What follows belongs to an exercise in optimizing a design on an open flow for small area; a production flow would make more cautious choices.
Function was checked by simulation only, so behaviour that the tests miss may differ from the original.

## cmfs_top
module cmfs_top (
	input  logic        clk,
	input  logic        arst_n,
	input  logic        start,
	output logic        busy,
	input  logic [15:0] dir_x,
	input  logic [15:0] dir_y,
	input  logic [15:0] dir_z,
	output logic        done,
	output logic [2:0]  face,
	output logic [12:0] coord_u,
	output logic [12:0] coord_v,
	output logic        zero_vector
);
	cmfs_pkg::cmfs_in_t  dir_w;
	cmfs_pkg::cmfs_out_t res_w;
	assign dir_w.dir_x = dir_x;
	assign dir_w.dir_y = dir_y;
	assign dir_w.dir_z = dir_z;
	cube_map_face_select_unit u_unit (
		.clk    (clk),
		.arst_n (arst_n),
		.start  (start),
		.busy   (busy),
		.dir    (dir_w),
		.done   (done),
		.res    (res_w)
	);
	assign face        = res_w.face;
	assign coord_u     = res_w.coord_u;
	assign coord_v     = res_w.coord_v;
	assign zero_vector = res_w.zero_vector;
endmodule
For scale: about 3100 cells after synthesis, ~370 flip-flops, ~83 I/O pins, ~27000 um^2 of cells after synthesis.
==> flow/config.mk <==
export PLATFORM = sky130hd
export DESIGN_NAME = cmfs_top
export DESIGN_NICKNAME = cmfs_top
export VERILOG_FILES = /design/flow/design.v
export SDC_FILE = /design/flow/constraint.sdc
export NUM_CORES = 4
export LEC_CHECK = 0
export ABC_AREA = 1
export CAP_MARGIN = 20
export CORE_MARGIN = 2
export CORE_UTILIZATION = 55
export CTS_CLUSTER_DIAMETER = 70
export CTS_CLUSTER_SIZE = 35
export GPL_ROUTABILITY_DRIVEN = 0
export GPL_TIMING_DRIVEN = 0
export PLACE_DENSITY = 0.7
export SLEW_MARGIN = 20
==> flow/constraint.sdc <==
create_clock -name core_clock -period 4.5 [get_ports {clk}]
set_input_delay 0.9000 -clock core_clock [delete_from_list [all_inputs] [get_ports {clk}]]
set_output_delay 0.9000 -clock core_clock [all_outputs]
set_load 0.01 [all_outputs]
run.sh (not shown) runs the stock make flow with config.mk's settings and CLKGATE_MAP_FILE= SYNTH_SCRIPT=/design/flow/synth_recipe.tcl, a recipe that flattens the netlist after the stock synthesis.
The baseline finished clean.
Next try:
CORE_UTILIZATION = 40   (was 55)
CTS_CLUSTER_DIAMETER = 80   (was 70)
CTS_CLUSTER_SIZE = 40   (was 35)
GPL_ROUTABILITY_DRIVEN = default   (was 0)
PLACE_DENSITY = default   (was 0.7)
Outcome:
- The changed run ran to the end with no violations
- hold slack barely changes
- wire length is lower by 5.2%
- utilization went down by 17 points
- die area increases by 37%
- design area is higher by 1.4%
- fmax goes down by 0.66%
- sequential share of layout area fell by 0.33 points
- synthesized area stays the same
- setup slack is worse by 0.029 ns
- via count shrinks by 5.4%
Next try:
CORE_UTILIZATION = 55   (was 40)
CTS_CLUSTER_DIAMETER = 70   (was 80)
CTS_CLUSTER_SIZE = 35   (was 40)
PLACE_DENSITY = 0.7   (was default)
The new run produced a clean layout. Die area went down by a quarter to a third. Routed wire length is higher by a few percent. Sequential share of layout area goes up by 0.29 points. Global-route usage went up by 7.6 points. Cell count falls by a few percent. Count of clock-buffer cells in the layout increases by 3.
Next try:
CTS_CLUSTER_DIAMETER = 60   (was 70)
CTS_CLUSTER_SIZE = 30   (was 35)
Global-route usage is about the same.
Count of clock-buffer cells in the layout went up by 12.
Design area went up by 0.60%.
First-iteration DRC count went down by about 10%.
Non-clock buffer count went up by 2.
Final cell count stays flat.

Another version of the RTL of cmfs_top (not shown whole).
For scale: ~380 flip-flops, roughly 83 I/O pins, ~27000 µm² of cells after synthesis.
## cmfs_top
module cmfs_top (
	input  logic        clk,
	input  logic        arst_n,
	input  logic        start,
	output logic        busy,
	input  logic [15:0] dir_x,
	input  logic [15:0] dir_y,
	input  logic [15:0] dir_z,
	output logic        done,
	output logic [2:0]  face,
	output logic [12:0] coord_u,
	output logic [12:0] coord_v,
	output logic        zero_vector
);
Settings: LEC_CHECK=0, ABC_AREA=1, CAP_MARGIN=20, CORE_MARGIN=2, CORE_UTILIZATION=40, SLEW_MARGIN=20; clock period 4.5 ns.
Edit:
GPL_TIMING_DRIVEN = 0   (was unset)
Effect: The new run ran to the end with no violations. Via count fell slightly. Die area is unchanged. Clock-buffer cell count fell by 1.

-- static timing again, ports no longer ideal --
The results above use ideal ports. As a check the final layouts listed here were re-extracted and re-timed, cells and wires unchanged. Step 1: set_driving_cell puts a clkbuf_16 on clk and a buf_2 on each other input, an assumption about the parent block. Step 2 also shifts input and output timing later by t, the mid clock arrival at the registers, as if the neighbouring blocks saw the same clock. Slacks: ideal ports / drivers / drivers and shift; pairs: ideal ports / drivers.
| run | shift t [ns] | setup slack, ns | cell pins on the clock port's net |
|---|---|---|---|
| the first run of note 1 | 0.649 | 0.177 / 0.196 / -0.442 | 1 |
| the second run of note 1 | 0.644 | 0.148 / 0.178 / -0.466 | 1 |
| the third run of note 1 | 0.665 | 0.197 / 0.138 / -0.460 | 1 |
| the fourth run of note 1 | 0.617 | 0.160 / 0.102 / -0.421 | 1 |
| the first run of note 2 | 0.621 | 0.140 / 0.082 / -0.284 | 1 |
| the second run of note 2 | 0.619 | 0.193 / 0.144 / -0.395 | 1 |
Met with ideal ports but missed after step 2: setup timing in every run listed. The setup slack of the third run of note 1, which loses most, moves by -0.059 ns with the drivers and by -0.657 ns with both steps.
